From an optimization exercise on the open Yosys and OpenROAD flow, aimed at small area, a short achievable clock period and few clock cycles per item; shortcuts taken in it are not production practice. Where RTL was checked, it was by simulation tests only, not by an equivalence proof against the original. The RTL of run 2 was laid out without a check of its function.

==> flow/design.v (outline; a module is shown in full before it is edited, if it fits) <==
// module mul_unit: 1187 lines
// module mul_final: 137 lines
// module ooo_core: 139 lines
module ooo_core (
    input  wire logic        clk,
    input  wire logic        i_arst_n,
    input  wire logic        i_disp_valid,
    input  wire logic [2:0]  i_disp_op,
    input  wire logic [4:0]  i_disp_rdst,
    input  wire logic [31:0] i_disp_a,
    input  wire logic [31:0] i_disp_b,
    output logic             o_disp_ready,
    output logic             o_ret_valid,
    output logic [4:0]       o_ret_rdst,
    output logic [2:0]       o_ret_tag,
    output logic [31:0]      o_ret_data,
    input  wire logic        i_ret_ready
);
  // ...
==> flow/flow/run.sh <==
#!/bin/bash
# The standard layout (standard.sh, unchanged ORFS steps), with one synthesis option:
# SYNTH_ARGS=-noabc skips the quick "abc -fast" inside Yosys's generic synth, so that
# extract_fa meets the carry-save adder tree as the RTL writes it and maps it onto
# full-adder cells without inverters between them. The main ABC mapping still runs.
# Registers and their names are the same as the standard synthesis's.
# Port buffers: every input and output port still gets its own buffer, but the smallest
# plain buffer rather than a delay buffer; the resizer upsizes the ones that need it.
# Clock tree: no dummy loads and larger sink clusters, for fewer clock cells.
set -euo pipefail
cd "$(dirname "${BASH_SOURCE[0]}")/.."
export SYNTH_ARGS="-noabc"
export BUFFER_PORTS_ARGS="-buffer_cell sky130_fd_sc_hd__buf_1"
export CTS_ARGS="-sink_clustering_enable -repair_clock_nets -dont_use_dummy_load -sink_clustering_size 25 -sink_clustering_max_diameter 100"
bash standard.sh > flow_standard.log 2>&1
==> flow/standard.sh <==
#!/bin/bash
# synth_recipe.tcl (not shown) runs the flow's synth.tcl, then flattens the netlist and writes it again
# the make line also repeats each setting of config.mk as NAME=value (left out here)
make -C /OpenROAD-flow-scripts/flow DESIGN_CONFIG=/design/flow/config.mk WORK_HOME=/design/flow/orfs CLKGATE_MAP_FILE= SYNTH_SCRIPT=/design/flow/synth_recipe.tcl "${@:-finish}"
==> flow/config.mk <==
export PLATFORM = sky130hd
export DESIGN_NAME = ooo_core
export DESIGN_NICKNAME = ooo_core
export VERILOG_FILES = /design/flow/design.v
export SDC_FILE = /design/flow/constraint.sdc
export NUM_CORES = 4
export LEC_CHECK = 0
export CAP_MARGIN = 20
export CORE_MARGIN = 2
export CORE_UTILIZATION = 40
export SETUP_SLACK_MARGIN = 3.1
export SLEW_MARGIN = 20
==> flow/constraint.sdc <==
create_clock -name core_clock -period 6.5 [get_ports {clk}]
set_input_delay 1.3000 -clock core_clock [delete_from_list [all_inputs] [get_ports {clk}]]
set_output_delay 1.3000 -clock core_clock [all_outputs]
set_load 0.01 [all_outputs]
==> impl_metrics.ini, run 1 <==
[finish]
most_common_cell_after_layout_fill_and_taps_aside = xnor2_1
layout_top_registers = cs2 (97), out_q (37), a1 (32)
flow.area_growth_from_synthesis_pct = 10.40
n_sequential_cell = 252
comb.multi_input.count = 1559
multiInputGateArea_mm2 = 0.01505
num-nonclk-inverters = 81

[cts]
ctsRootBufferMaster = clkbuf_16
cts-buffers-inserted = 14

[outcome]
status = complete, no violations

[synthesis]
synthSimpleGateAreaFrac_pct = 4.098
synth.top_cells.by_count = 392 x xnor2_1, 256 x a22oi_1, 246 x edfxtp_1
yosys_top_cell_by_area = edfxtp_1
synth-async-reset-ratio_pct = 2.381
post-synth-top-area-fraction_pct = 31.34
synth-compound-area-share_pct = 15.40

[timing]
hold_violation_total_from_the_final_report = 0
finalSetupViolations = 0
fin_crit_ns = 3.392
clock_skew_ns = 0.02398
worst_case_headroom_to_the_max_slew_limit_pct = 33.26
timing.fmax_mhz = 294.8

[worst_setup_path]
timing.critical_path.slowest_cell_delay_ns = 0.63
instance_count_on_the_critical_path = 7
reg2regPathDepth = 7

[grt]
grt.busiest_layer = met2

[min_path]
hp-start = rdst2[3]

[placed_design]
place_ws_ns = 2.585
Testbench counts, summed over its fixed seeds: cycles 9,148, items 8,000.
==> run 2, diff against run 1 <==
--- a/flow/design.v
+++ b/flow/design.v
@@ -733,461 +733,461 @@
     wire pp13_31 = ((i_one[13] & a[5]) | (i_two[13] & a[4])) ^ i_neg[13];
     wire pp14_28 = (i_one[14] & a[0]) ^ i_neg[14];
     wire pp14_29 = ((i_one[14] & a[1]) | (i_two[14] & a[0])) ^ i_neg[14];
     wire pp14_30 = ((i_one[14] & a[2]) | (i_two[14] & a[1])) ^ i_neg[14];
     wire pp14_31 = ((i_one[14] & a[3]) | (i_two[14] & a[2])) ^ i_neg[14];
     wire pp15_30 = (i_one[15] & a[0]) ^ i_neg[15];
     wire pp15_31 = ((i_one[15] & a[1]) | (i_two[15] & a[0])) ^ i_neg[15];
     assign ms1 = i_neg[0] ^ i_x[0] ^ i_xinc;
-    assign mc2 = (i_neg[0] & i_x[0]) | (i_neg[0] & i_xinc) | (i_x[0] & i_xinc);
+    assign mc2 = (i_neg[0] ^ i_x[0]) ? i_xinc : i_neg[0];
     assign ms3 = i_x[1] ^ mc2;
     assign mc4 = i_x[1] & mc2;
     assign ms5 = i_neg[1] ^ i_x[2];
     assign mc6 = i_neg[1] & i_x[2];
     assign ms7 = ms5 ^ pp0_2 ^ pp1_2;
-    assign mc8 = (ms5 & pp0_2) | (ms5 & pp1_2) | (pp0_2 & pp1_2);
+    assign mc8 = (ms5 ^ pp0_2) ? pp1_2 : ms5;
     assign ms9 = i_x[3] ^ mc6;
     assign mc10 = i_x[3] & mc6;
     assign ms11 = pp0_3 ^ pp1_3 ^ ms9;
-    assign mc12 = (pp0_3 & pp1_3) | (pp0_3 & ms9) | (pp1_3 & ms9);
+    assign mc12 = (pp0_3 ^ pp1_3) ? ms9 : pp0_3;
     assign ms13 = i_neg[2] ^ i_x[4] ^ pp0_4;
-    assign mc14 = (i_neg[2] & i_x[4]) | (i_neg[2] & pp0_4) | (i_x[4] & pp0_4);
+    assign mc14 = (i_neg[2] ^ i_x[4]) ? pp0_4 : i_neg[2];
     assign ms15 = pp1_4 ^ pp2_4;
     assign mc16 = pp1_4 & pp2_4;
     assign ms17 = mc10 ^ ms15 ^ ms13;
-    assign mc18 = (mc10 & ms15) | (mc10 & ms13) | (ms15 & ms13);
+    assign mc18 = (mc10 ^ ms15) ? ms13 : mc10;
     assign ms19 = i_x[5] ^ pp0_5 ^ pp1_5;
-    assign mc20 = (i_x[5] & pp0_5) | (i_x[5] & pp1_5) | (pp0_5 & pp1_5);
+    assign mc20 = (i_x[5] ^ pp0_5) ? pp1_5 : i_x[5];
     assign ms21 = pp2_5 ^ mc16;
     assign mc22 = pp2_5 & mc16;
     assign ms23 = mc14 ^ ms19 ^ ms21;
-    assign mc24 = (mc14 & ms19) | (mc14 & ms21) | (ms19 & ms21);
+    assign mc24 = (mc14 ^ ms19) ? ms21 : mc14;
     assign ms25 = i_neg[3] ^ i_x[6] ^ pp0_6;
-    assign mc26 = (i_neg[3] & i_x[6]) | (i_neg[3] & pp0_6) | (i_x[6] & pp0_6);
+    assign mc26 = (i_neg[3] ^ i_x[6]) ? pp0_6 : i_neg[3];
     assign ms27 = pp1_6 ^ pp2_6 ^ pp3_6;
-    assign mc28 = (pp1_6 & pp2_6) | (pp1_6 & pp3_6) | (pp2_6 & pp3_6);
+    assign mc28 = (pp1_6 ^ pp2_6) ? pp3_6 : pp1_6;
     assign ms29 = mc20 ^ ms25;
     assign mc30 = mc20 & ms25;
     assign ms31 = ms27 ^ mc22 ^ ms29;
-    assign mc32 = (ms27 & mc22) | (ms27 & ms29) | (mc22 & ms29);
+    assign mc32 = (ms27 ^ mc22) ? ms29 : ms27;
     assign ms33 = i_x[7] ^ pp0_7 ^ pp1_7;
-    assign mc34 = (i_x[7] & pp0_7) | (i_x[7] & pp1_7) | (pp0_7 & pp1_7);
+    assign mc34 = (i_x[7] ^ pp0_7) ? pp1_7 : i_x[7];
     assign ms35 = pp2_7 ^ pp3_7 ^ mc26;
-    assign mc36 = (pp2_7 & pp3_7) | (pp2_7 & mc26) | (pp3_7 & mc26);
+    assign mc36 = (pp2_7 ^ pp3_7) ? mc26 : pp2_7;
     assign ms37 = mc28 ^ ms33;
     assign mc38 = mc28 & ms33;
     assign ms39 = mc30 ^ ms37 ^ ms35;
-    assign mc40 = (mc30 & ms37) | (mc30 & ms35) | (ms37 & ms35);
+    assign mc40 = (mc30 ^ ms37) ? ms35 : mc30;
     assign ms41 = i_neg[4] ^ i_x[8] ^ pp0_8;
-    assign mc42 = (i_neg[4] & i_x[8]) | (i_neg[4] & pp0_8) | (i_x[8] & pp0_8);
+    assign mc42 = (i_neg[4] ^ i_x[8]) ? pp0_8 : i_neg[4];
     assign ms43 = pp1_8 ^ pp2_8 ^ pp3_8;
-    assign mc44 = (pp1_8 & pp2_8) | (pp1_8 & pp3_8) | (pp2_8 & pp3_8);
+    assign mc44 = (pp1_8 ^ pp2_8) ? pp3_8 : pp1_8;
     assign ms45 = pp4_8 ^ mc34 ^ ms41;
-    assign mc46 = (pp4_8 & mc34) | (pp4_8 & ms41) | (mc34 & ms41);
+    assign mc46 = (pp4_8 ^ mc34) ? ms41 : pp4_8;
     assign ms47 = ms43 ^ mc38;
     assign mc48 = ms43 & mc38;
     assign ms49 = mc36 ^ ms45 ^ ms47;
-    assign mc50 = (mc36 & ms45) | (mc36 & ms47) | (ms45 & ms47);
+    assign mc50 = (mc36 ^ ms45) ? ms47 : mc36;
     assign ms51 = i_x[9] ^ pp0_9 ^ pp1_9;
-    assign mc52 = (i_x[9] & pp0_9) | (i_x[9] & pp1_9) | (pp0_9 & pp1_9);
+    assign mc52 = (i_x[9] ^ pp0_9) ? pp1_9 : i_x[9];
     assign ms53 = pp2_9 ^ pp3_9 ^ pp4_9;
-    assign mc54 = (pp2_9 & pp3_9) | (pp2_9 & pp4_9) | (pp3_9 & pp4_9);
+    assign mc54 = (pp2_9 ^ pp3_9) ? pp4_9 : pp2_9;
     assign ms55 = mc42 ^ mc44 ^ ms51;
-    assign mc56 = (mc42 & mc44) | (mc42 & ms51) | (mc44 & ms51);
+    assign mc56 = (mc42 ^ mc44) ? ms51 : mc42;
     assign ms57 = ms53 ^ mc46;
     assign mc58 = ms53 & mc46;
     assign ms59 = ms55 ^ mc48 ^ ms57;
-    assign mc60 = (ms55 & mc48) | (ms55 & ms57) | (mc48 & ms57);
+    assign mc60 = (ms55 ^ mc48) ? ms57 : ms55;
     assign ms61 = i_neg[5] ^ i_x[10] ^ pp0_10;
-    assign mc62 = (i_neg[5] & i_x[10]) | (i_neg[5] & pp0_10) | (i_x[10] & pp0_10);
+    assign mc62 = (i_neg[5] ^ i_x[10]) ? pp0_10 : i_neg[5];
     assign ms63 = pp1_10 ^ pp2_10 ^ pp3_10;
-    assign mc64 = (pp1_10 & pp2_10) | (pp1_10 & pp3_10) | (pp2_10 & pp3_10);
+    assign mc64 = (pp1_10 ^ pp2_10) ? pp3_10 : pp1_10;
     assign ms65 = pp4_10 ^ pp5_10 ^ mc52;
-    assign mc66 = (pp4_10 & pp5_10) | (pp4_10 & mc52) | (pp5_10 & mc52);
+    assign mc66 = (pp4_10 ^ pp5_10) ? mc52 : pp4_10;
     assign ms67 = mc54 ^ ms61 ^ ms63;
-    assign mc68 = (mc54 & ms61) | (mc54 & ms63) | (ms61 & ms63);
+    assign mc68 = (mc54 ^ ms61) ? ms63 : mc54;
     assign ms69 = mc56 ^ ms65;
     assign mc70 = mc56 & ms65;
     assign ms71 = ms67 ^ mc58 ^ ms69;
-    assign mc72 = (ms67 & mc58) | (ms67 & ms69) | (mc58 & ms69);
+    assign mc72 = (ms67 ^ mc58) ? ms69 : ms67;
     assign ms73 = i_x[11] ^ pp0_11 ^ pp1_11;
-    assign mc74 = (i_x[11] & pp0_11) | (i_x[11] & pp1_11) | (pp0_11 & pp1_11);
+    assign mc74 = (i_x[11] ^ pp0_11) ? pp1_11 : i_x[11];
     assign ms75 = pp2_11 ^ pp3_11 ^ pp4_11;
-    assign mc76 = (pp2_11 & pp3_11) | (pp2_11 & pp4_11) | (pp3_11 & pp4_11);
+    assign mc76 = (pp2_11 ^ pp3_11) ? pp4_11 : pp2_11;
     assign ms77 = pp5_11 ^ mc62 ^ mc64;
-    assign mc78 = (pp5_11 & mc62) | (pp5_11 & mc64) | (mc62 & mc64);
+    assign mc78 = (pp5_11 ^ mc62) ? mc64 : pp5_11;
     assign ms79 = ms73 ^ ms75 ^ mc66;
-    assign mc80 = (ms73 & ms75) | (ms73 & mc66) | (ms75 & mc66);
+    assign mc80 = (ms73 ^ ms75) ? mc66 : ms73;
     assign ms81 = mc68 ^ ms77;
     assign mc82 = mc68 & ms77;
     assign ms83 = mc70 ^ ms81 ^ ms79;
-    assign mc84 = (mc70 & ms81) | (mc70 & ms79) | (ms81 & ms79);
+    assign mc84 = (mc70 ^ ms81) ? ms79 : mc70;
     assign ms85 = i_neg[6] ^ i_x[12] ^ pp0_12;
-    assign mc86 = (i_neg[6] & i_x[12]) | (i_neg[6] & pp0_12) | (i_x[12] & pp0_12);
+    assign mc86 = (i_neg[6] ^ i_x[12]) ? pp0_12 : i_neg[6];
     assign ms87 = pp1_12 ^ pp2_12 ^ pp3_12;
-    assign mc88 = (pp1_12 & pp2_12) | (pp1_12 & pp3_12) | (pp2_12 & pp3_12);
+    assign mc88 = (pp1_12 ^ pp2_12) ? pp3_12 : pp1_12;
     assign ms89 = pp4_12 ^ pp5_12 ^ pp6_12;
-    assign mc90 = (pp4_12 & pp5_12) | (pp4_12 & pp6_12) | (pp5_12 & pp6_12);
+    assign mc90 = (pp4_12 ^ pp5_12) ? pp6_12 : pp4_12;
     assign ms91 = mc74 ^ mc76 ^ ms85;
-    assign mc92 = (mc74 & mc76) | (mc74 & ms85) | (mc76 & ms85);
+    assign mc92 = (mc74 ^ mc76) ? ms85 : mc74;
     assign ms93 = ms87 ^ ms89 ^ mc78;
-    assign mc94 = (ms87 & ms89) | (ms87 & mc78) | (ms89 & mc78);
+    assign mc94 = (ms87 ^ ms89) ? mc78 : ms87;
     assign ms95 = ms91 ^ mc82;
     assign mc96 = ms91 & mc82;
     assign ms97 = i_x[13] ^ pp0_13 ^ pp1_13;
-    assign mc98 = (i_x[13] & pp0_13) | (i_x[13] & pp1_13) | (pp0_13 & pp1_13);
+    assign mc98 = (i_x[13] ^ pp0_13) ? pp1_13 : i_x[13];
     assign ms99 = pp2_13 ^ pp3_13 ^ pp4_13;
-    assign mc100 = (pp2_13 & pp3_13) | (pp2_13 & pp4_13) | (pp3_13 & pp4_13);
+    assign mc100 = (pp2_13 ^ pp3_13) ? pp4_13 : pp2_13;
     assign ms101 = pp5_13 ^ pp6_13 ^ mc86;
-    assign mc102 = (pp5_13 & pp6_13) | (pp5_13 & mc86) | (pp6_13 & mc86);
+    assign mc102 = (pp5_13 ^ pp6_13) ? mc86 : pp5_13;
     assign ms103 = mc88 ^ mc90 ^ ms97;
-    assign mc104 = (mc88 & mc90) | (mc88 & ms97) | (mc90 & ms97);
+    assign mc104 = (mc88 ^ mc90) ? ms97 : mc88;
     assign ms105 = ms99 ^ mc92 ^ ms101;
-    assign mc106 = (ms99 & mc92) | (ms99 & ms101) | (mc92 & ms101);
+    assign mc106 = (ms99 ^ mc92) ? ms101 : ms99;
     assign ms107 = ms103 ^ mc94 ^ ms105;
-    assign mc108 = (ms103 & mc94) | (ms103 & ms105) | (mc94 & ms105);
+    assign mc108 = (ms103 ^ mc94) ? ms105 : ms103;
     assign ms109 = i_neg[7] ^ i_x[14] ^ pp0_14;
-    assign mc110 = (i_neg[7] & i_x[14]) | (i_neg[7] & pp0_14) | (i_x[14] & pp0_14);
+    assign mc110 = (i_neg[7] ^ i_x[14]) ? pp0_14 : i_neg[7];
     assign ms111 = pp1_14 ^ pp2_14 ^ pp3_14;
-    assign mc112 = (pp1_14 & pp2_14) | (pp1_14 & pp3_14) | (pp2_14 & pp3_14);
+    assign mc112 = (pp1_14 ^ pp2_14) ? pp3_14 : pp1_14;
     assign ms113 = pp4_14 ^ pp5_14 ^ pp6_14;
-    assign mc114 = (pp4_14 & pp5_14) | (pp4_14 & pp6_14) | (pp5_14 & pp6_14);
+    assign mc114 = (pp4_14 ^ pp5_14) ? pp6_14 : pp4_14;
     assign ms115 = pp7_14 ^ mc100 ^ mc98;
-    assign mc116 = (pp7_14 & mc100) | (pp7_14 & mc98) | (mc100 & mc98);
+    assign mc116 = (pp7_14 ^ mc100) ? mc98 : pp7_14;
     assign ms117 = ms109 ^ ms111 ^ ms113;
-    assign mc118 = (ms109 & ms111) | (ms109 & ms113) | (ms111 & ms113);
+    assign mc118 = (ms109 ^ ms111) ? ms113 : ms109;
     assign ms119 = mc102 ^ mc104 ^ ms115;
-    assign mc120 = (mc102 & mc104) | (mc102 & ms115) | (mc104 & ms115);
+    assign mc120 = (mc102 ^ mc104) ? ms115 : mc102;
     assign ms121 = ms117 ^ mc106 ^ ms119;
-    assign mc122 = (ms117 & mc106) | (ms117 & ms119) | (mc106 & ms119);
+    assign mc122 = (ms117 ^ mc106) ? ms119 : ms117;
     assign ms123 = i_x[15] ^ pp0_15 ^ pp1_15;
-    assign mc124 = (i_x[15] & pp0_15) | (i_x[15] & pp1_15) | (pp0_15 & pp1_15);
+    assign mc124 = (i_x[15] ^ pp0_15) ? pp1_15 : i_x[15];
     assign ms125 = pp2_15 ^ pp3_15 ^ pp4_15;
-    assign mc126 = (pp2_15 & pp3_15) | (pp2_15 & pp4_15) | (pp3_15 & pp4_15);
+    assign mc126 = (pp2_15 ^ pp3_15) ? pp4_15 : pp2_15;
     assign ms127 = pp5_15 ^ pp6_15 ^ pp7_15;
-    assign mc128 = (pp5_15 & pp6_15) | (pp5_15 & pp7_15) | (pp6_15 & pp7_15);
+    assign mc128 = (pp5_15 ^ pp6_15) ? pp7_15 : pp5_15;
     assign ms129 = mc110 ^ mc112 ^ mc114;
-    assign mc130 = (mc110 & mc112) | (mc110 & mc114) | (mc112 & mc114);
+    assign mc130 = (mc110 ^ mc112) ? mc114 : mc110;
     assign ms131 = ms123 ^ ms125 ^ ms127;
-    assign mc132 = (ms123 & ms125) | (ms123 & ms127) | (ms125 & ms127);
+    assign mc132 = (ms123 ^ ms125) ? ms127 : ms123;
     assign ms133 = mc116 ^ mc118 ^ ms129;
-    assign mc134 = (mc116 & mc118) | (mc116 & ms129) | (mc118 & ms129);
+    assign mc134 = (mc116 ^ mc118) ? ms129 : mc116;
     assign ms135 = ms131 ^ mc120 ^ ms133;
-    assign mc136 = (ms131 & mc120) | (ms131 & ms133) | (mc120 & ms133);
+    assign mc136 = (ms131 ^ mc120) ? ms133 : ms131;
     assign ms137 = i_neg[8] ^ i_x[16] ^ pp0_16;
-    assign mc138 = (i_neg[8] & i_x[16]) | (i_neg[8] & pp0_16) | (i_x[16] & pp0_16);
+    assign mc138 = (i_neg[8] ^ i_x[16]) ? pp0_16 : i_neg[8];
     assign ms139 = pp1_16 ^ pp2_16 ^ pp3_16;
-    assign mc140 = (pp1_16 & pp2_16) | (pp1_16 & pp3_16) | (pp2_16 & pp3_16);
+    assign mc140 = (pp1_16 ^ pp2_16) ? pp3_16 : pp1_16;
     assign ms141 = pp4_16 ^ pp5_16 ^ pp6_16;
-    assign mc142 = (pp4_16 & pp5_16) | (pp4_16 & pp6_16) | (pp5_16 & pp6_16);
+    assign mc142 = (pp4_16 ^ pp5_16) ? pp6_16 : pp4_16;
     assign ms143 = pp7_16 ^ pp8_16 ^ mc124;
-    assign mc144 = (pp7_16 & pp8_16) | (pp7_16 & mc124) | (pp8_16 & mc124);
+    assign mc144 = (pp7_16 ^ pp8_16) ? mc124 : pp7_16;
     assign ms145 = mc126 ^ mc128 ^ ms137;
-    assign mc146 = (mc126 & mc128) | (mc126 & ms137) | (mc128 & ms137);
+    assign mc146 = (mc126 ^ mc128) ? ms137 : mc126;
     assign ms147 = ms139 ^ ms141 ^ mc130;
-    assign mc148 = (ms139 & ms141) | (ms139 & mc130) | (ms141 & mc130);
+    assign mc148 = (ms139 ^ ms141) ? mc130 : ms139;
     assign ms149 = mc132 ^ ms143 ^ ms145;
-    assign mc150 = (mc132 & ms143) | (mc132 & ms145) | (ms143 & ms145);
+    assign mc150 = (mc132 ^ ms143) ? ms145 : mc132;
     assign ms151 = mc134 ^ ms147 ^ ms149;
-    assign mc152 = (mc134 & ms147) | (mc134 & ms149) | (ms147 & ms149);
+    assign mc152 = (mc134 ^ ms147) ? ms149 : mc134;
     assign ms153 = i_x[17] ^ pp0_17 ^ pp1_17;
-    assign mc154 = (i_x[17] & pp0_17) | (i_x[17] & pp1_17) | (pp0_17 & pp1_17);
+    assign mc154 = (i_x[17] ^ pp0_17) ? pp1_17 : i_x[17];
     assign ms155 = pp2_17 ^ pp3_17 ^ pp4_17;
-    assign mc156 = (pp2_17 & pp3_17) | (pp2_17 & pp4_17) | (pp3_17 & pp4_17);
+    assign mc156 = (pp2_17 ^ pp3_17) ? pp4_17 : pp2_17;
     assign ms157 = pp5_17 ^ pp6_17 ^ pp7_17;
-    assign mc158 = (pp5_17 & pp6_17) | (pp5_17 & pp7_17) | (pp6_17 & pp7_17);
+    assign mc158 = (pp5_17 ^ pp6_17) ? pp7_17 : pp5_17;
     assign ms159 = pp8_17 ^ mc138 ^ mc140;
-    assign mc160 = (pp8_17 & mc138) | (pp8_17 & mc140) | (mc138 & mc140);
+    assign mc160 = (pp8_17 ^ mc138) ? mc140 : pp8_17;
     assign ms161 = mc142 ^ ms153 ^ ms155;
-    assign mc162 = (mc142 & ms153) | (mc142 & ms155) | (ms153 & ms155);
+    assign mc162 = (mc142 ^ ms153) ? ms155 : mc142;
     assign ms163 = ms157 ^ mc144 ^ mc146;
-    assign mc164 = (ms157 & mc144) | (ms157 & mc146) | (mc144 & mc146);
+    assign mc164 = (ms157 ^ mc144) ? mc146 : ms157;
     assign ms165 = ms159 ^ ms161 ^ mc148;
-    assign mc166 = (ms159 & ms161) | (ms159 & mc148) | (ms161 & mc148);
+    assign mc166 = (ms159 ^ ms161) ? mc148 : ms159;
     assign ms167 = i_neg[9] ^ i_x[18] ^ pp0_18;
-    assign mc168 = (i_neg[9] & i_x[18]) | (i_neg[9] & pp0_18) | (i_x[18] & pp0_18);
+    assign mc168 = (i_neg[9] ^ i_x[18]) ? pp0_18 : i_neg[9];
     assign ms169 = pp1_18 ^ pp2_18 ^ pp3_18;
-    assign mc170 = (pp1_18 & pp2_18) | (pp1_18 & pp3_18) | (pp2_18 & pp3_18);
+    assign mc170 = (pp1_18 ^ pp2_18) ? pp3_18 : pp1_18;
     assign ms171 = pp4_18 ^ pp5_18 ^ pp6_18;
-    assign mc172 = (pp4_18 & pp5_18) | (pp4_18 & pp6_18) | (pp5_18 & pp6_18);
+    assign mc172 = (pp4_18 ^ pp5_18) ? pp6_18 : pp4_18;
     assign ms173 = pp7_18 ^ pp8_18 ^ pp9_18;
-    assign mc174 = (pp7_18 & pp8_18) | (pp7_18 & pp9_18) | (pp8_18 & pp9_18);
+    assign mc174 = (pp7_18 ^ pp8_18) ? pp9_18 : pp7_18;
     assign ms175 = mc154 ^ mc156 ^ mc158;
-    assign mc176 = (mc154 & mc156) | (mc154 & mc158) | (mc156 & mc158);
+    assign mc176 = (mc154 ^ mc156) ? mc158 : mc154;
     assign ms177 = ms167 ^ ms169 ^ ms171;
-    assign mc178 = (ms167 & ms169) | (ms167 & ms171) | (ms169 & ms171);
+    assign mc178 = (ms167 ^ ms169) ? ms171 : ms167;
     assign ms179 = ms173 ^ mc160 ^ mc162;
-    assign mc180 = (ms173 & mc160) | (ms173 & mc162) | (mc160 & mc162);
+    assign mc180 = (ms173 ^ mc160) ? mc162 : ms173;
     assign ms181 = ms175 ^ ms177;
     assign mc182 = ms175 & ms177;
     assign ms183 = ms181 ^ mc164 ^ ms179;
-    assign mc184 = (ms181 & mc164) | (ms181 & ms179) | (mc164 & ms179);
+    assign mc184 = (ms181 ^ mc164) ? ms179 : ms181;
     assign ms185 = i_x[19] ^ pp0_19 ^ pp1_19;
-    assign mc186 = (i_x[19] & pp0_19) | (i_x[19] & pp1_19) | (pp0_19 & pp1_19);
+    assign mc186 = (i_x[19] ^ pp0_19) ? pp1_19 : i_x[19];
     assign ms187 = pp2_19 ^ pp3_19 ^ pp4_19;
-    assign mc188 = (pp2_19 & pp3_19) | (pp2_19 & pp4_19) | (pp3_19 & pp4_19);
+    assign mc188 = (pp2_19 ^ pp3_19) ? pp4_19 : pp2_19;
     assign ms189 = pp5_19 ^ pp6_19 ^ pp7_19;
-    assign mc190 = (pp5_19 & pp6_19) | (pp5_19 & pp7_19) | (pp6_19 & pp7_19);
+    assign mc190 = (pp5_19 ^ pp6_19) ? pp7_19 : pp5_19;
     assign ms191 = pp8_19 ^ pp9_19 ^ mc168;
-    assign mc192 = (pp8_19 & pp9_19) | (pp8_19 & mc168) | (pp9_19 & mc168);
+    assign mc192 = (pp8_19 ^ pp9_19) ? mc168 : pp8_19;
     assign ms193 = mc170 ^ mc172 ^ mc174;
-    assign mc194 = (mc170 & mc172) | (mc170 & mc174) | (mc172 & mc174);
+    assign mc194 = (mc170 ^ mc172) ? mc174 : mc170;
     assign ms195 = ms185 ^ ms187 ^ ms189;
-    assign mc196 = (ms185 & ms187) | (ms185 & ms189) | (ms187 & ms189);
+    assign mc196 = (ms185 ^ ms187) ? ms189 : ms185;
     assign ms197 = mc176 ^ mc178 ^ ms191;
-    assign mc198 = (mc176 & mc178) | (mc176 & ms191) | (mc178 & ms191);
+    assign mc198 = (mc176 ^ mc178) ? ms191 : mc176;
     assign ms199 = ms193 ^ ms195 ^ mc182;
-    assign mc200 = (ms193 & ms195) | (ms193 & mc182) | (ms195 & mc182);
+    assign mc200 = (ms193 ^ ms195) ? mc182 : ms193;
     assign ms201 = i_neg[10] ^ i_x[20] ^ pp0_20;
-    assign mc202 = (i_neg[10] & i_x[20]) | (i_neg[10] & pp0_20) | (i_x[20] & pp0_20);
+    assign mc202 = (i_neg[10] ^ i_x[20]) ? pp0_20 : i_neg[10];
     assign ms203 = pp10_20 ^ pp1_20 ^ pp2_20;
-    assign mc204 = (pp10_20 & pp1_20) | (pp10_20 & pp2_20) | (pp1_20 & pp2_20);
+    assign mc204 = (pp10_20 ^ pp1_20) ? pp2_20 : pp10_20;
     assign ms205 = pp3_20 ^ pp4_20 ^ pp5_20;
-    assign mc206 = (pp3_20 & pp4_20) | (pp3_20 & pp5_20) | (pp4_20 & pp5_20);
+    assign mc206 = (pp3_20 ^ pp4_20) ? pp5_20 : pp3_20;
     assign ms207 = pp6_20 ^ pp7_20 ^ pp8_20;
-    assign mc208 = (pp6_20 & pp7_20) | (pp6_20 & pp8_20) | (pp7_20 & pp8_20);
+    assign mc208 = (pp6_20 ^ pp7_20) ? pp8_20 : pp6_20;
     assign ms209 = pp9_20 ^ mc186 ^ mc188;
-    assign mc210 = (pp9_20 & mc186) | (pp9_20 & mc188) | (mc186 & mc188);
+    assign mc210 = (pp9_20 ^ mc186) ? mc188 : pp9_20;
     assign ms211 = mc190 ^ ms201 ^ ms203;
-    assign mc212 = (mc190 & ms201) | (mc190 & ms203) | (ms201 & ms203);
+    assign mc212 = (mc190 ^ ms201) ? ms203 : mc190;
     assign ms213 = ms205 ^ ms207 ^ mc192;
-    assign mc214 = (ms205 & ms207) | (ms205 & mc192) | (ms207 & mc192);
+    assign mc214 = (ms205 ^ ms207) ? mc192 : ms205;
     assign ms215 = mc194 ^ mc196 ^ ms209;
-    assign mc216 = (mc194 & mc196) | (mc194 & ms209) | (mc196 & ms209);
+    assign mc216 = (mc194 ^ mc196) ? ms209 : mc194;
     assign ms217 = ms211 ^ mc198;
     assign mc218 = ms211 & mc198;
     assign ms219 = i_x[21] ^ pp0_21 ^ pp10_21;
-    assign mc220 = (i_x[21] & pp0_21) | (i_x[21] & pp10_21) | (pp0_21 & pp10_21);
+    assign mc220 = (i_x[21] ^ pp0_21) ? pp10_21 : i_x[21];
     assign ms221 = pp1_21 ^ pp2_21 ^ pp3_21;
-    assign mc222 = (pp1_21 & pp2_21) | (pp1_21 & pp3_21) | (pp2_21 & pp3_21);
+    assign mc222 = (pp1_21 ^ pp2_21) ? pp3_21 : pp1_21;
     assign ms223 = pp4_21 ^ pp5_21 ^ pp6_21;
-    assign mc224 = (pp4_21 & pp5_21) | (pp4_21 & pp6_21) | (pp5_21 & pp6_21);
+    assign mc224 = (pp4_21 ^ pp5_21) ? pp6_21 : pp4_21;
     assign ms225 = pp7_21 ^ pp8_21 ^ pp9_21;
-    assign mc226 = (pp7_21 & pp8_21) | (pp7_21 & pp9_21) | (pp8_21 & pp9_21);
+    assign mc226 = (pp7_21 ^ pp8_21) ? pp9_21 : pp7_21;
     assign ms227 = mc202 ^ mc204 ^ mc206;
-    assign mc228 = (mc202 & mc204) | (mc202 & mc206) | (mc204 & mc206);
+    assign mc228 = (mc202 ^ mc204) ? mc206 : mc202;
     assign ms229 = mc208 ^ ms219 ^ ms221;
-    assign mc230 = (mc208 & ms219) | (mc208 & ms221) | (ms219 & ms221);
+    assign mc230 = (mc208 ^ ms219) ? ms221 : mc208;
     assign ms231 = ms223 ^ ms225 ^ mc210;
-    assign mc232 = (ms223 & ms225) | (ms223 & mc210) | (ms225 & mc210);
+    assign mc232 = (ms223 ^ ms225) ? mc210 : ms223;
     assign ms233 = mc212 ^ ms227 ^ ms229;
-    assign mc234 = (mc212 & ms227) | (mc212 & ms229) | (ms227 & ms229);
+    assign mc234 = (mc212 ^ ms227) ? ms229 : mc212;
     assign ms235 = mc214 ^ mc216;
     assign mc236 = mc214 & mc216;
     assign ms237 = i_neg[11] ^ i_x[22] ^ pp0_22;
-    assign mc238 = (i_neg[11] & i_x[22]) | (i_neg[11] & pp0_22) | (i_x[22] & pp0_22);
+    assign mc238 = (i_neg[11] ^ i_x[22]) ? pp0_22 : i_neg[11];
     assign ms239 = pp10_22 ^ pp11_22 ^ pp1_22;
-    assign mc240 = (pp10_22 & pp11_22) | (pp10_22 & pp1_22) | (pp11_22 & pp1_22);
+    assign mc240 = (pp10_22 ^ pp11_22) ? pp1_22 : pp10_22;
     assign ms241 = pp2_22 ^ pp3_22 ^ pp4_22;
-    assign mc242 = (pp2_22 & pp3_22) | (pp2_22 & pp4_22) | (pp3_22 & pp4_22);
+    assign mc242 = (pp2_22 ^ pp3_22) ? pp4_22 : pp2_22;
     assign ms243 = pp5_22 ^ pp6_22 ^ pp7_22;
-    assign mc244 = (pp5_22 & pp6_22) | (pp5_22 & pp7_22) | (pp6_22 & pp7_22);
+    assign mc244 = (pp5_22 ^ pp6_22) ? pp7_22 : pp5_22;
     assign ms245 = pp8_22 ^ pp9_22 ^ mc220;
-    assign mc246 = (pp8_22 & pp9_22) | (pp8_22 & mc220) | (pp9_22 & mc220);
+    assign mc246 = (pp8_22 ^ pp9_22) ? mc220 : pp8_22;
     assign ms247 = mc222 ^ mc224 ^ mc226;
-    assign mc248 = (mc222 & mc224) | (mc222 & mc226) | (mc224 & mc226);
+    assign mc248 = (mc222 ^ mc224) ? mc226 : mc222;
     assign ms249 = ms237 ^ ms239 ^ ms241;
-    assign mc250 = (ms237 & ms239) | (ms237 & ms241) | (ms239 & ms241);
+    assign mc250 = (ms237 ^ ms239) ? ms241 : ms237;
     assign ms251 = ms243 ^ mc228 ^ mc230;
-    assign mc252 = (ms243 & mc228) | (ms243 & mc230) | (mc228 & mc230);
+    assign mc252 = (ms243 ^ mc228) ? mc230 : ms243;
     assign ms253 = ms245 ^ ms247 ^ ms249;
-    assign mc254 = (ms245 & ms247) | (ms245 & ms249) | (ms247 & ms249);
+    assign mc254 = (ms245 ^ ms247) ? ms249 : ms245;
     assign ms255 = mc232 ^ mc234;
     assign mc256 = mc232 & mc234;
     assign ms257 = i_x[23] ^ pp0_23 ^ pp10_23;
-    assign mc258 = (i_x[23] & pp0_23) | (i_x[23] & pp10_23) | (pp0_23 & pp10_23);
+    assign mc258 = (i_x[23] ^ pp0_23) ? pp10_23 : i_x[23];
     assign ms259 = pp11_23 ^ pp1_23 ^ pp2_23;
-    assign mc260 = (pp11_23 & pp1_23) | (pp11_23 & pp2_23) | (pp1_23 & pp2_23);
+    assign mc260 = (pp11_23 ^ pp1_23) ? pp2_23 : pp11_23;
     assign ms261 = pp3_23 ^ pp4_23 ^ pp5_23;
-    assign mc262 = (pp3_23 & pp4_23) | (pp3_23 & pp5_23) | (pp4_23 & pp5_23);
+    assign mc262 = (pp3_23 ^ pp4_23) ? pp5_23 : pp3_23;
     assign ms263 = pp6_23 ^ pp7_23 ^ pp8_23;
-    assign mc264 = (pp6_23 & pp7_23) | (pp6_23 & pp8_23) | (pp7_23 & pp8_23);
+    assign mc264 = (pp6_23 ^ pp7_23) ? pp8_23 : pp6_23;
     assign ms265 = pp9_23 ^ mc238 ^ mc240;
-    assign mc266 = (pp9_23 & mc238) | (pp9_23 & mc240) | (mc238 & mc240);
+    assign mc266 = (pp9_23 ^ mc238) ? mc240 : pp9_23;
     assign ms267 = mc242 ^ mc244 ^ ms257;
-    assign mc268 = (mc242 & mc244) | (mc242 & ms257) | (mc244 & ms257);
+    assign mc268 = (mc242 ^ mc244) ? ms257 : mc242;
     assign ms269 = ms259 ^ ms261 ^ ms263;
-    assign mc270 = (ms259 & ms261) | (ms259 & ms263) | (ms261 & ms263);
+    assign mc270 = (ms259 ^ ms261) ? ms263 : ms259;
     assign ms271 = mc246 ^ mc248 ^ mc250;
-    assign mc272 = (mc246 & mc248) | (mc246 & mc250) | (mc248 & mc250);
+    assign mc272 = (mc246 ^ mc248) ? mc250 : mc246;
     assign ms273 = ms265 ^ ms267 ^ ms269;
-    assign mc274 = (ms265 & ms267) | (ms265 & ms269) | (ms267 & ms269);
+    assign mc274 = (ms265 ^ ms267) ? ms269 : ms265;
     assign ms275 = mc252 ^ mc254;
     assign mc276 = mc252 & mc254;
     assign ms277 = i_neg[12] ^ i_x[24] ^ pp0_24;
-    assign mc278 = (i_neg[12] & i_x[24]) | (i_neg[12] & pp0_24) | (i_x[24] & pp0_24);
+    assign mc278 = (i_neg[12] ^ i_x[24]) ? pp0_24 : i_neg[12];
     assign ms279 = pp10_24 ^ pp11_24 ^ pp12_24;
-    assign mc280 = (pp10_24 & pp11_24) | (pp10_24 & pp12_24) | (pp11_24 & pp12_24);
+    assign mc280 = (pp10_24 ^ pp11_24) ? pp12_24 : pp10_24;
     assign ms281 = pp1_24 ^ pp2_24 ^ pp3_24;
-    assign mc282 = (pp1_24 & pp2_24) | (pp1_24 & pp3_24) | (pp2_24 & pp3_24);
+    assign mc282 = (pp1_24 ^ pp2_24) ? pp3_24 : pp1_24;
     assign ms283 = pp4_24 ^ pp5_24 ^ pp6_24;
-    assign mc284 = (pp4_24 & pp5_24) | (pp4_24 & pp6_24) | (pp5_24 & pp6_24);
+    assign mc284 = (pp4_24 ^ pp5_24) ? pp6_24 : pp4_24;
     assign ms285 = pp7_24 ^ pp8_24 ^ pp9_24;
-    assign mc286 = (pp7_24 & pp8_24) | (pp7_24 & pp9_24) | (pp8_24 & pp9_24);
+    assign mc286 = (pp7_24 ^ pp8_24) ? pp9_24 : pp7_24;
     assign ms287 = mc258 ^ mc260 ^ mc262;
-    assign mc288 = (mc258 & mc260) | (mc258 & mc262) | (mc260 & mc262);
+    assign mc288 = (mc258 ^ mc260) ? mc262 : mc258;
     assign ms289 = mc264 ^ ms277 ^ ms279;
-    assign mc290 = (mc264 & ms277) | (mc264 & ms279) | (ms277 & ms279);
+    assign mc290 = (mc264 ^ ms277) ? ms279 : mc264;
     assign ms291 = ms281 ^ ms283 ^ ms285;
-    assign mc292 = (ms281 & ms283) | (ms281 & ms285) | (ms283 & ms285);
+    assign mc292 = (ms281 ^ ms283) ? ms285 : ms281;
     assign ms293 = mc266 ^ mc268 ^ mc270;
-    assign mc294 = (mc266 & mc268) | (mc266 & mc270) | (mc268 & mc270);
+    assign mc294 = (mc266 ^ mc268) ? mc270 : mc266;
     assign ms295 = ms287 ^ ms289 ^ ms291;
-    assign mc296 = (ms287 & ms289) | (ms287 & ms291) | (ms289 & ms291);
+    assign mc296 = (ms287 ^ ms289) ? ms291 : ms287;
     assign ms297 = mc272 ^ mc274;
     assign mc298 = mc272 & mc274;
     assign ms299 = i_x[25] ^ pp0_25 ^ pp10_25;
-    assign mc300 = (i_x[25] & pp0_25) | (i_x[25] & pp10_25) | (pp0_25 & pp10_25);
+    assign mc300 = (i_x[25] ^ pp0_25) ? pp10_25 : i_x[25];
     assign ms301 = pp11_25 ^ pp12_25 ^ pp1_25;
-    assign mc302 = (pp11_25 & pp12_25) | (pp11_25 & pp1_25) | (pp12_25 & pp1_25);
+    assign mc302 = (pp11_25 ^ pp12_25) ? pp1_25 : pp11_25;
     assign ms303 = pp2_25 ^ pp3_25 ^ pp4_25;
-    assign mc304 = (pp2_25 & pp3_25) | (pp2_25 & pp4_25) | (pp3_25 & pp4_25);
+    assign mc304 = (pp2_25 ^ pp3_25) ? pp4_25 : pp2_25;
     assign ms305 = pp5_25 ^ pp6_25 ^ pp7_25;
-    assign mc306 = (pp5_25 & pp6_25) | (pp5_25 & pp7_25) | (pp6_25 & pp7_25);
+    assign mc306 = (pp5_25 ^ pp6_25) ? pp7_25 : pp5_25;
     assign ms307 = pp8_25 ^ pp9_25 ^ mc278;
-    assign mc308 = (pp8_25 & pp9_25) | (pp8_25 & mc278) | (pp9_25 & mc278);
+    assign mc308 = (pp8_25 ^ pp9_25) ? mc278 : pp8_25;
     assign ms309 = mc280 ^ mc282 ^ mc284;
-    assign mc310 = (mc280 & mc282) | (mc280 & mc284) | (mc282 & mc284);
+    assign mc310 = (mc280 ^ mc282) ? mc284 : mc280;
     assign ms311 = mc286 ^ ms299 ^ ms301;
-    assign mc312 = (mc286 & ms299) | (mc286 & ms301) | (ms299 & ms301);
+    assign mc312 = (mc286 ^ ms299) ? ms301 : mc286;
     assign ms313 = ms303 ^ ms305 ^ mc288;
-    assign mc314 = (ms303 & ms305) | (ms303 & mc288) | (ms305 & mc288);
+    assign mc314 = (ms303 ^ ms305) ? mc288 : ms303;
     assign ms315 = mc290 ^ mc292 ^ ms307;
-    assign mc316 = (mc290 & mc292) | (mc290 & ms307) | (mc292 & ms307);
+    assign mc316 = (mc290 ^ mc292) ? ms307 : mc290;
     assign ms317 = ms309 ^ ms311 ^ mc294;
-    assign mc318 = (ms309 & ms311) | (ms309 & mc294) | (ms311 & mc294);
+    assign mc318 = (ms309 ^ ms311) ? mc294 : ms309;
     assign ms319 = mc296 ^ ms313;
     assign mc320 = mc296 & ms313;
     assign ms321 = i_neg[13] ^ i_x[26] ^ pp0_26;
-    assign mc322 = (i_neg[13] & i_x[26]) | (i_neg[13] & pp0_26) | (i_x[26] & pp0_26);
+    assign mc322 = (i_neg[13] ^ i_x[26]) ? pp0_26 : i_neg[13];
     assign ms323 = pp10_26 ^ pp11_26 ^ pp12_26;
-    assign mc324 = (pp10_26 & pp11_26) | (pp10_26 & pp12_26) | (pp11_26 & pp12_26);
+    assign mc324 = (pp10_26 ^ pp11_26) ? pp12_26 : pp10_26;
     assign ms325 = pp13_26 ^ pp1_26 ^ pp2_26;
-    assign mc326 = (pp13_26 & pp1_26) | (pp13_26 & pp2_26) | (pp1_26 & pp2_26);
+    assign mc326 = (pp13_26 ^ pp1_26) ? pp2_26 : pp13_26;
     assign ms327 = pp3_26 ^ pp4_26 ^ pp5_26;
-    assign mc328 = (pp3_26 & pp4_26) | (pp3_26 & pp5_26) | (pp4_26 & pp5_26);
+    assign mc328 = (pp3_26 ^ pp4_26) ? pp5_26 : pp3_26;
     assign ms329 = pp6_26 ^ pp7_26 ^ pp8_26;
-    assign mc330 = (pp6_26 & pp7_26) | (pp6_26 & pp8_26) | (pp7_26 & pp8_26);
+    assign mc330 = (pp6_26 ^ pp7_26) ? pp8_26 : pp6_26;
     assign ms331 = pp9_26 ^ mc300 ^ mc302;
-    assign mc332 = (pp9_26 & mc300) | (pp9_26 & mc302) | (mc300 & mc302);
+    assign mc332 = (pp9_26 ^ mc300) ? mc302 : pp9_26;
     assign ms333 = mc304 ^ mc306 ^ ms321;
-    assign mc334 = (mc304 & mc306) | (mc304 & ms321) | (mc306 & ms321);
+    assign mc334 = (mc304 ^ mc306) ? ms321 : mc304;
     assign ms335 = ms323 ^ ms325 ^ ms327;
-    assign mc336 = (ms323 & ms325) | (ms323 & ms327) | (ms325 & ms327);
+    assign mc336 = (ms323 ^ ms325) ? ms327 : ms323;
     assign ms337 = ms329 ^ mc308 ^ mc310;
-    assign mc338 = (ms329 & mc308) | (ms329 & mc310) | (mc308 & mc310);
+    assign mc338 = (ms329 ^ mc308) ? mc310 : ms329;
     assign ms339 = mc312 ^ ms331 ^ ms333;
-    assign mc340 = (mc312 & ms331) | (mc312 & ms333) | (ms331 & ms333);
+    assign mc340 = (mc312 ^ ms331) ? ms333 : mc312;
     assign ms341 = ms335 ^ mc314 ^ mc316;
-    assign mc342 = (ms335 & mc314) | (ms335 & mc316) | (mc314 & mc316);
+    assign mc342 = (ms335 ^ mc314) ? mc316 : ms335;
     assign ms343 = ms337 ^ ms339;
     assign mc344 = ms337 & ms339;
     assign ms345 = i_x[27] ^ pp0_27 ^ pp10_27;
-    assign mc346 = (i_x[27] & pp0_27) | (i_x[27] & pp10_27) | (pp0_27 & pp10_27);
+    assign mc346 = (i_x[27] ^ pp0_27) ? pp10_27 : i_x[27];
     assign ms347 = pp11_27 ^ pp12_27 ^ pp13_27;
-    assign mc348 = (pp11_27 & pp12_27) | (pp11_27 & pp13_27) | (pp12_27 & pp13_27);
+    assign mc348 = (pp11_27 ^ pp12_27) ? pp13_27 : pp11_27;
     assign ms349 = pp1_27 ^ pp2_27 ^ pp3_27;
-    assign mc350 = (pp1_27 & pp2_27) | (pp1_27 & pp3_27) | (pp2_27 & pp3_27);
+    assign mc350 = (pp1_27 ^ pp2_27) ? pp3_27 : pp1_27;
     assign ms351 = pp4_27 ^ pp5_27 ^ pp6_27;
-    assign mc352 = (pp4_27 & pp5_27) | (pp4_27 & pp6_27) | (pp5_27 & pp6_27);
+    assign mc352 = (pp4_27 ^ pp5_27) ? pp6_27 : pp4_27;
     assign ms353 = pp7_27 ^ pp8_27 ^ pp9_27;
-    assign mc354 = (pp7_27 & pp8_27) | (pp7_27 & pp9_27) | (pp8_27 & pp9_27);
+    assign mc354 = (pp7_27 ^ pp8_27) ? pp9_27 : pp7_27;
     assign ms355 = mc322 ^ mc324 ^ mc326;
-    assign mc356 = (mc322 & mc324) | (mc322 & mc326) | (mc324 & mc326);
+    assign mc356 = (mc322 ^ mc324) ? mc326 : mc322;
     assign ms357 = mc328 ^ mc330 ^ ms345;
-    assign mc358 = (mc328 & mc330) | (mc328 & ms345) | (mc330 & ms345);
+    assign mc358 = (mc328 ^ mc330) ? ms345 : mc328;
     assign ms359 = ms347 ^ ms349 ^ ms351;
-    assign mc360 = (ms347 & ms349) | (ms347 & ms351) | (ms349 & ms351);
+    assign mc360 = (ms347 ^ ms349) ? ms351 : ms347;
     assign ms361 = ms353 ^ mc332 ^ mc334;
-    assign mc362 = (ms353 & mc332) | (ms353 & mc334) | (mc332 & mc334);
+    assign mc362 = (ms353 ^ mc332) ? mc334 : ms353;
     assign ms363 = mc336 ^ ms355 ^ ms357;
-    assign mc364 = (mc336 & ms355) | (mc336 & ms357) | (ms355 & ms357);
+    assign mc364 = (mc336 ^ ms355) ? ms357 : mc336;
     assign ms365 = ms359 ^ mc338 ^ mc340;
-    assign mc366 = (ms359 & mc338) | (ms359 & mc340) | (mc338 & mc340);
+    assign mc366 = (ms359 ^ mc338) ? mc340 : ms359;
     assign ms367 = ms361 ^ ms363;
     assign mc368 = ms361 & ms363;
     assign ms369 = i_neg[14] ^ i_x[28] ^ pp0_28;
-    assign mc370 = (i_neg[14] & i_x[28]) | (i_neg[14] & pp0_28) | (i_x[28] & pp0_28);
+    assign mc370 = (i_neg[14] ^ i_x[28]) ? pp0_28 : i_neg[14];
     assign ms371 = pp10_28 ^ pp11_28 ^ pp12_28;
-    assign mc372 = (pp10_28 & pp11_28) | (pp10_28 & pp12_28) | (pp11_28 & pp12_28);
+    assign mc372 = (pp10_28 ^ pp11_28) ? pp12_28 : pp10_28;
     assign ms373 = pp13_28 ^ pp14_28 ^ pp1_28;
-    assign mc374 = (pp13_28 & pp14_28) | (pp13_28 & pp1_28) | (pp14_28 & pp1_28);
+    assign mc374 = (pp13_28 ^ pp14_28) ? pp1_28 : pp13_28;
     assign ms375 = pp2_28 ^ pp3_28 ^ pp4_28;
-    assign mc376 = (pp2_28 & pp3_28) | (pp2_28 & pp4_28) | (pp3_28 & pp4_28);
+    assign mc376 = (pp2_28 ^ pp3_28) ? pp4_28 : pp2_28;
     assign ms377 = pp5_28 ^ pp6_28 ^ pp7_28;
-    assign mc378 = (pp5_28 & pp6_28) | (pp5_28 & pp7_28) | (pp6_28 & pp7_28);
+    assign mc378 = (pp5_28 ^ pp6_28) ? pp7_28 : pp5_28;
     assign ms379 = pp8_28 ^ pp9_28 ^ mc346;
-    assign mc380 = (pp8_28 & pp9_28) | (pp8_28 & mc346) | (pp9_28 & mc346);
+    assign mc380 = (pp8_28 ^ pp9_28) ? mc346 : pp8_28;
     assign ms381 = mc348 ^ mc350 ^ mc352;
-    assign mc382 = (mc348 & mc350) | (mc348 & mc352) | (mc350 & mc352);
+    assign mc382 = (mc348 ^ mc350) ? mc352 : mc348;
     assign ms383 = mc354 ^ ms369 ^ ms371;
-    assign mc384 = (mc354 & ms369) | (mc354 & ms371) | (ms369 & ms371);
+    assign mc384 = (mc354 ^ ms369) ? ms371 : mc354;
     assign ms385 = ms373 ^ ms375 ^ ms377;
-    assign mc386 = (ms373 & ms375) | (ms373 & ms377) | (ms375 & ms377);
+    assign mc386 = (ms373 ^ ms375) ? ms377 : ms373;
     assign ms387 = mc356 ^ mc358 ^ mc360;
-    assign mc388 = (mc356 & mc358) | (mc356 & mc360) | (mc358 & mc360);
+    assign mc388 = (mc356 ^ mc358) ? mc360 : mc356;
     assign ms389 = ms379 ^ ms381 ^ ms383;
-    assign mc390 = (ms379 & ms381) | (ms379 & ms383) | (ms381 & ms383);
+    assign mc390 = (ms379 ^ ms381) ? ms383 : ms379;
     assign ms391 = ms385 ^ mc362 ^ mc364;
-    assign mc392 = (ms385 & mc362) | (ms385 & mc364) | (mc362 & mc364);
+    assign mc392 = (ms385 ^ mc362) ? mc364 : ms385;
     assign ms393 = ms387 ^ ms389;
     assign mc394 = ms387 & ms389;
     assign ms395 = i_x[29] ^ pp0_29 ^ pp10_29;
-    assign mc396 = (i_x[29] & pp0_29) | (i_x[29] & pp10_29) | (pp0_29 & pp10_29);
+    assign mc396 = (i_x[29] ^ pp0_29) ? pp10_29 : i_x[29];
     assign ms397 = pp11_29 ^ pp12_29 ^ pp13_29;
-    assign mc398 = (pp11_29 & pp12_29) | (pp11_29 & pp13_29) | (pp12_29 & pp13_29);
+    assign mc398 = (pp11_29 ^ pp12_29) ? pp13_29 : pp11_29;
     assign ms399 = pp14_29 ^ pp1_29 ^ pp2_29;
-    assign mc400 = (pp14_29 & pp1_29) | (pp14_29 & pp2_29) | (pp1_29 & pp2_29);
+    assign mc400 = (pp14_29 ^ pp1_29) ? pp2_29 : pp14_29;
     assign ms401 = pp3_29 ^ pp4_29 ^ pp5_29;
-    assign mc402 = (pp3_29 & pp4_29) | (pp3_29 & pp5_29) | (pp4_29 & pp5_29);
+    assign mc402 = (pp3_29 ^ pp4_29) ? pp5_29 : pp3_29;
     assign ms403 = pp6_29 ^ pp7_29 ^ pp8_29;
-    assign mc404 = (pp6_29 & pp7_29) | (pp6_29 & pp8_29) | (pp7_29 & pp8_29);
+    assign mc404 = (pp6_29 ^ pp7_29) ? pp8_29 : pp6_29;
     assign ms405 = pp9_29 ^ mc370 ^ mc372;
-    assign mc406 = (pp9_29 & mc370) | (pp9_29 & mc372) | (mc370 & mc372);
+    assign mc406 = (pp9_29 ^ mc370) ? mc372 : pp9_29;
     assign ms407 = mc374 ^ mc376 ^ mc378;
-    assign mc408 = (mc374 & mc376) | (mc374 & mc378) | (mc376 & mc378);
+    assign mc408 = (mc374 ^ mc376) ? mc378 : mc374;
     assign ms409 = ms395 ^ ms397 ^ ms399;
-    assign mc410 = (ms395 & ms397) | (ms395 & ms399) | (ms397 & ms399);
+    assign mc410 = (ms395 ^ ms397) ? ms399 : ms395;
     assign ms411 = ms401 ^ ms403 ^ mc380;
-    assign mc412 = (ms401 & ms403) | (ms401 & mc380) | (ms403 & mc380);
+    assign mc412 = (ms401 ^ ms403) ? mc380 : ms401;
     assign ms413 = mc382 ^ mc384 ^ mc386;
-    assign mc414 = (mc382 & mc384) | (mc382 & mc386) | (mc384 & mc386);
+    assign mc414 = (mc382 ^ mc384) ? mc386 : mc382;
     assign ms415 = ms405 ^ ms407 ^ ms409;
-    assign mc416 = (ms405 & ms407) | (ms405 & ms409) | (ms407 & ms409);
+    assign mc416 = (ms405 ^ ms407) ? ms409 : ms405;
     assign ms417 = mc388 ^ mc390 ^ ms411;
-    assign mc418 = (mc388 & mc390) | (mc388 & ms411) | (mc390 & ms411);
+    assign mc418 = (mc388 ^ mc390) ? ms411 : mc388;
     assign ms419 = ms413 ^ ms415;
     assign mc420 = ms413 & ms415;
     assign ms421 = i_neg[15] ^ i_x[30] ^ pp0_30;
-    assign mc422 = (i_neg[15] & i_x[30]) | (i_neg[15] & pp0_30) | (i_x[30] & pp0_30);
+    assign mc422 = (i_neg[15] ^ i_x[30]) ? pp0_30 : i_neg[15];
     assign ms423 = pp10_30 ^ pp11_30 ^ pp12_30;
-    assign mc424 = (pp10_30 & pp11_30) | (pp10_30 & pp12_30) | (pp11_30 & pp12_30);
+    assign mc424 = (pp10_30 ^ pp11_30) ? pp12_30 : pp10_30;
     assign ms425 = pp13_30 ^ pp14_30 ^ pp15_30;
-    assign mc426 = (pp13_30 & pp14_30) | (pp13_30 & pp15_30) | (pp14_30 & pp15_30);
+    assign mc426 = (pp13_30 ^ pp14_30) ? pp15_30 : pp13_30;
     assign ms427 = pp1_30 ^ pp2_30 ^ pp3_30;
-    assign mc428 = (pp1_30 & pp2_30) | (pp1_30 & pp3_30) | (pp2_30 & pp3_30);
+    assign mc428 = (pp1_30 ^ pp2_30) ? pp3_30 : pp1_30;
     assign ms429 = pp4_30 ^ pp5_30 ^ pp6_30;
-    assign mc430 = (pp4_30 & pp5_30) | (pp4_30 & pp6_30) | (pp5_30 & pp6_30);
+    assign mc430 = (pp4_30 ^ pp5_30) ? pp6_30 : pp4_30;
     assign ms431 = pp7_30 ^ pp8_30 ^ pp9_30;
-    assign mc432 = (pp7_30 & pp8_30) | (pp7_30 & pp9_30) | (pp8_30 & pp9_30);
+    assign mc432 = (pp7_30 ^ pp8_30) ? pp9_30 : pp7_30;
     assign ms433 = mc396 ^ mc398 ^ mc400;
-    assign mc434 = (mc396 & mc398) | (mc396 & mc400) | (mc398 & mc400);
+    assign mc434 = (mc396 ^ mc398) ? mc400 : mc396;
     assign ms435 = mc402 ^ mc404 ^ ms421;
-    assign mc436 = (mc402 & mc404) | (mc402 & ms421) | (mc404 & ms421);
+    assign mc436 = (mc402 ^ mc404) ? ms421 : mc402;
     assign ms437 = ms423 ^ ms425 ^ ms427;
-    assign mc438 = (ms423 & ms425) | (ms423 & ms427) | (ms425 & ms427);
+    assign mc438 = (ms423 ^ ms425) ? ms427 : ms423;
     assign ms439 = ms429 ^ ms431 ^ mc406;
-    assign mc440 = (ms429 & ms431) | (ms429 & mc406) | (ms431 & mc406);
+    assign mc440 = (ms429 ^ ms431) ? mc406 : ms429;
     assign ms441 = mc408 ^ mc410 ^ ms433;
-    assign mc442 = (mc408 & mc410) | (mc408 & ms433) | (mc410 & ms433);
+    assign mc442 = (mc408 ^ mc410) ? ms433 : mc408;
     assign ms443 = ms435 ^ ms437 ^ mc412;
-    assign mc444 = (ms435 & ms437) | (ms435 & mc412) | (ms437 & mc412);
+    assign mc444 = (ms435 ^ ms437) ? mc412 : ms435;
     assign ms445 = mc414 ^ mc416 ^ ms439;
-    assign mc446 = (mc414 & mc416) | (mc414 & ms439) | (mc416 & ms439);
+    assign mc446 = (mc414 ^ mc416) ? ms439 : mc414;
     assign ms447 = ms441 ^ mc420;
     assign mc448 = ms441 & mc420;
     assign top_pp = pp0_31 ^ pp1_31 ^ pp2_31 ^ pp3_31 ^ pp4_31 ^ pp5_31 ^ pp6_31 ^ pp7_31 ^ pp8_31 ^ pp9_31 ^ pp10_31 ^ pp11_31 ^ pp12_31 ^ pp13_31 ^ pp14_31 ^ pp15_31 ^ i_x[31];
     assign mx449 = mc422 ^ mc424 ^ mc426 ^ mc428;
     assign mx450 = mc430 ^ mc432 ^ mc434 ^ mc436;
     assign mx451 = mc438 ^ mc440 ^ mc442;
     assign o_cs = {top_pp, mc448, mc446, mc444, mx451, mx450, mx449, ms447, ms445, ms443, mc418, ms417, mc392, ms419, mc394, ms391, mc366, ms393, mc368, ms365, mc342, ms367, mc344, ms341, mc318, ms343, mc320, ms317, ms319, mc298, ms315, ms297, mc276, ms295, ms293, ms275, mc256, ms273, ms271, ms255, mc236, ms253, ms251, ms235, mc218, ms233, ms231, ms217, mc200, ms215, ms213, mc184, ms199, ms197, mc180, ms183, mc166, ms165, mc152, ms163, mc150, ms151, mc136, ms135, mc122, ms121, mc108, ms107, mc96, mc84, ms95, ms93, mc80, ms83, mc72, ms71, mc60, ms59, mc50, ms49, mc40, ms39, mc32, ms31, mc24, ms23, mc18, ms17, mc12, ms11, mc8, ms7, mc4, ms3, pp0_1, pp0_0, ms1};
 endmodule
--- a/flow/flow/run.sh
+++ b/flow/flow/run.sh
@@ -6,10 +6,10 @@
 # Registers and their names are the same as the standard synthesis's.
 # Port buffers: every input and output port still gets its own buffer, but the smallest
 # plain buffer rather than a delay buffer; the resizer upsizes the ones that need it.
 # Clock tree: no dummy loads and larger sink clusters, for fewer clock cells.
 set -euo pipefail
 cd "$(dirname "${BASH_SOURCE[0]}")/.."
 export SYNTH_ARGS="-noabc"
 export BUFFER_PORTS_ARGS="-buffer_cell sky130_fd_sc_hd__buf_1"
-export CTS_ARGS="-sink_clustering_enable -repair_clock_nets -dont_use_dummy_load -sink_clustering_size 25 -sink_clustering_max_diameter 100"
+export CTS_ARGS="-sink_clustering_enable -repair_clock_nets -dont_use_dummy_load -sink_clustering_size 20 -sink_clustering_max_diameter 100"
 bash standard.sh > flow_standard.log 2>&1
==> run 2 against run 1 <==
Still clean. Register-to-register slack improved by 0.03 ns. Design area rose by 4.3%. Critical path depth rose by 1. Worst hold slack barely moved. Clock skew rose by 0.057 ns. Count of clock-buffer cells in the layout rose by 6. Worst setup slack improved by 0.029 ns. Sequential share of layout area fell by 1.2 points.
==> impl_metrics.ini, run 2 <==
[worst_setup_path]
crit_chain = a22oi_1 > xnor2_1 > maj3_1 > maj3_1 > xnor2_1 > xnor2_1 > ha_1 > ha_1
reg2regPathDepth = 8
worstPathMaxFanout = 16
setup.worst_path.end = cs2[89]
worstSetupStartpoint = one1[8]
instance_count_on_the_critical_path = 8
critical_path.slowest_cell = edfxtp_1
critical_path.n_buffers_inverters = 0
arrival_ns = 3.61
timing.critical_path.slowest_cell_delay_ns = 1.04
path_delay_family = adder cells
crit_required_ns = 6.75
reg2reg_from = one1[8]
end_kind = flip-flop
rr_endpoint = cs2[89]
worst-setup-path-type = reg -> reg
timing.critical_path.from_type = flip-flop
cpMostUsedCell = xnor2_1
slack_of_the_worst_reg_to_reg_path_ns = 3.14

[timing]
worst_hold_slack_ns = 0.4283
sum_of_negative_setup_slack_ns = 0
rsz0062_at_grt = true
worst_case_headroom_to_the_max_slew_limit_pct = 24.02
transition_time_of_the_tightest_slew_check_pin_ns = 1.140
pins_over_their_slew_limit = 0
finalSetupViolations = 0
final_min_period_over_clock_period_pct = 51.75
fin_crit_ns = 3.363
setup_slack_ns = 3.137
hold_violation_total_from_the_final_report = 0
timing.fmax_mhz = 297.3
clock_skew_ns = 0.08134

[cts]
maximum_level_of_the_cts_h_tree = 1
cts_tree = built
clk_pin_slew_ns = 0.09
ctsRootBufferMaster = clkbuf_16
cts-buffers-inserted = 20
worstSkewPairLatency_ns = 0.58
cts.sink_count = 252
max-clock-path-buffers = 3

[finish]
multiInputGateArea_mm2 = 0.01661
register_bank_with_the_most_flops = cs2
layout_top_registers = cs2 (97), out_q (37), a1 (32)
final_area_mm2 = 0.02714
final_net_count = 2816
most_common_cell_after_layout_fill_and_taps_aside = xnor2_1
insertedDiodeCount = 0
regArea_mm2 = 0.007537
flow.area_growth_from_synthesis_pct = 6.437
drive_gt1_share_pct = 8.260
final_core_utilization_pct = 43.03
largest_register_ffs = 97
final.fill_count = 6178
top_library_cells_by_usage_in_the_layout_fill_and_taps_aside = 659 x xnor2_1, 246 x edfxtp_1, 234 x a22oi_1

[detailed_routing]
detailed_route_via_count = 20120
drt-pass1-iter-count = 6
drt_iter0_markers = 2313
routed_wirelength_um = 81420
vias_per_cell = 5.833
detail_route.wl_per_cell_um = 23.61
antenna_left = 0
post-route-drc-count = 0

[grt]
global_route.usage.total_pct = 24.08
grt_pass1_vias = 19890
grt_pass1_wl_um = 122200
antenna_violations_before_repair = 0
grt_overflow_total = 0
grt_start_max_net_pins = 159

[placed_design]
place_ws_ns = 2.814
place_congestion = 0.8787
numPortBuffers = 117
dpl-instance-area_mm2 = 0.02631
dp_hpwl_um = 54440

[die]
chipWidth_um = 256.5
initial_utilization_pct = 40.43
die_area_mm2 = 0.06579
die_y_um = 256.5
placementRows = 92
io_pins = 118
core_footprint_mm2 = 0.06308

[synthesis]
yosys_top_cell_by_area = edfxtp_1
post_synth_instance_area_mm2 = 0.02550
syn-instance-count = 2592
synth-async-reset-ratio_pct = 2.381
synth_area_leaders = edfxtp_1 29%, xnor2_1 23%, a22oi_1 6.9%
netlist-cell-type-count = 62
synth.most_common_cell = xnor2_1
yosysWarnings = 1
synthesis.area_per_instance_um2 = 9.838
ys_dominant_reg_cell = edfxtp_1
mappedNetlistNets = 2803
synth.yosys.seq_area_share_pct = 29.56
synth-seq-cells = 252
synth_edf_count = 246
post-synth-top-area-fraction_pct = 28.97
synth.top_cells.by_count = 659 x xnor2_1, 246 x edfxtp_1, 234 x a22oi_1

[outcome]
status = complete, no violations

[flow_run]
max_cap_violations = 0

[min_path]
hold_class = reg -> reg
-- run 2: cell types whose count changed after synthesis, moves of 31 or more --
cell      change
clkbuf_1     -86
buf_2        +81
nor2_1       +62
maj3_2       +44
nand2_1      +87
o22a_1       -31
xor2_1       +79
maj3_1      +111
fa_1        -200
xnor2_1     +267
buf_1        -36
o21ai_0      +52
-- run 2: worst min-delay path by stage --
stage                     startpoint         to  cells past startpoint
final                       rdst1[1]   rdst2[1]                      0
after global routing        rdst1[1]   rdst2[1]                      0
after CTS                   rdst1[3]   rdst2[3]                      0
after detailed placement    rdst1[3]   rdst2[3]                      0
after global placement      rdst1[3]   rdst2[3]                      0
after floorplan             rdst2[0]  out_q[32]                      0
-- run 2: worst reg2reg max path, delay by kind of cell, from the launching register on --
family                     cells  cell delay (ns)
adders and majority gates      4             1.28
DFF                            1             1.04
xor gates and xnor gates       3             0.52
AOI/OAI and AO/OA              1             0.26
-- run 2: kinds of logic after synthesis --
group / count (synthesis) / synth area share, %
DFF: 252 / 29.56
AOI/OAI and AO/OA: 565 / 15.48
adders and majority gates: 305 / 13.54
xor gates and xnor gates: 794 / 28.22
buffers and inverters: 283 / 5.525
muxes: 41 / 1.791
and+or+nand+nor: 352 / 5.878
-- run 2: layout make-up --
| class | count | share of cell area (%) |
|---|---|---|
| repair buffers | 188 | 4.126 |
| inverters | 84 | 1.162 |
| clock buffers | 20 | 1.844 |
| flip-flops and latches | 252 | 27.77 |
| well taps | 846 | 3.900 |
| multi-input cells | 2059 | 61.20 |
-- run 2: through the flow --
| stage | std cells |
|---|---|
| floorplan | 2592 |
| global placement | 3402 |
| detailed placement | 3403 |
| CTS | 3435 |
| global route | 3449 |
| finish | 3449 |
-- run 2: what timing repair did --
item                                   4_1_cts  5_1_grt
hold buffers                                 0        0
buffers inserted                            10       14
gates resized for setup                      3        2
setup endpoints to repair                   23       36
endpoints found under the hold margin        0        0
gates cloned                                 2        0
-- run 2: per-layer routing --
metal  GRT usage [%]  vias to the layer above  share of wire [%]
met5               0                        -                  0
met4           9.318                        0                4.3
met3           4.567                      232                9.6
met2           37.77                     1015                 44
met1           32.76                     9714                 42
li1                -                     9158                  -

-- what the ideal ports hide --
The results above use ideal ports. As a check the final layouts listed here were re-extracted and re-timed, cells and wires unchanged.
Step 1: set_driving_cell puts a clkbuf_16 on clk and a buf_2 on each other input, an assumption about the parent block.
Step 2 moves the port delays by t, midway between the first and last clock arrival at a register: inputs arrive t later, outputs are due t later. That takes back most of the time a late clock gives input paths.
Slacks: no drivers / after step 1 / after step 2; pairs: no drivers / after step 1.
| run | t (ns) | setup WS [ns] | worst register clock-pin slew, ns | cell pins on the clock port's net |
|---|---|---|---|---|
| run 1 | 0.575 | 3.108 / 3.108 / 2.693 | 0.11 / 0.11 | 1 |
| run 2 | 0.600 | 3.137 / 3.137 / 2.720 | 0.10 / 0.10 | 1 |
After both steps setup and hold are still met in every run listed. For run 2, which loses most, drivers alone change the setup slack by 0.000 ns; drivers and shift together by -0.417 ns.
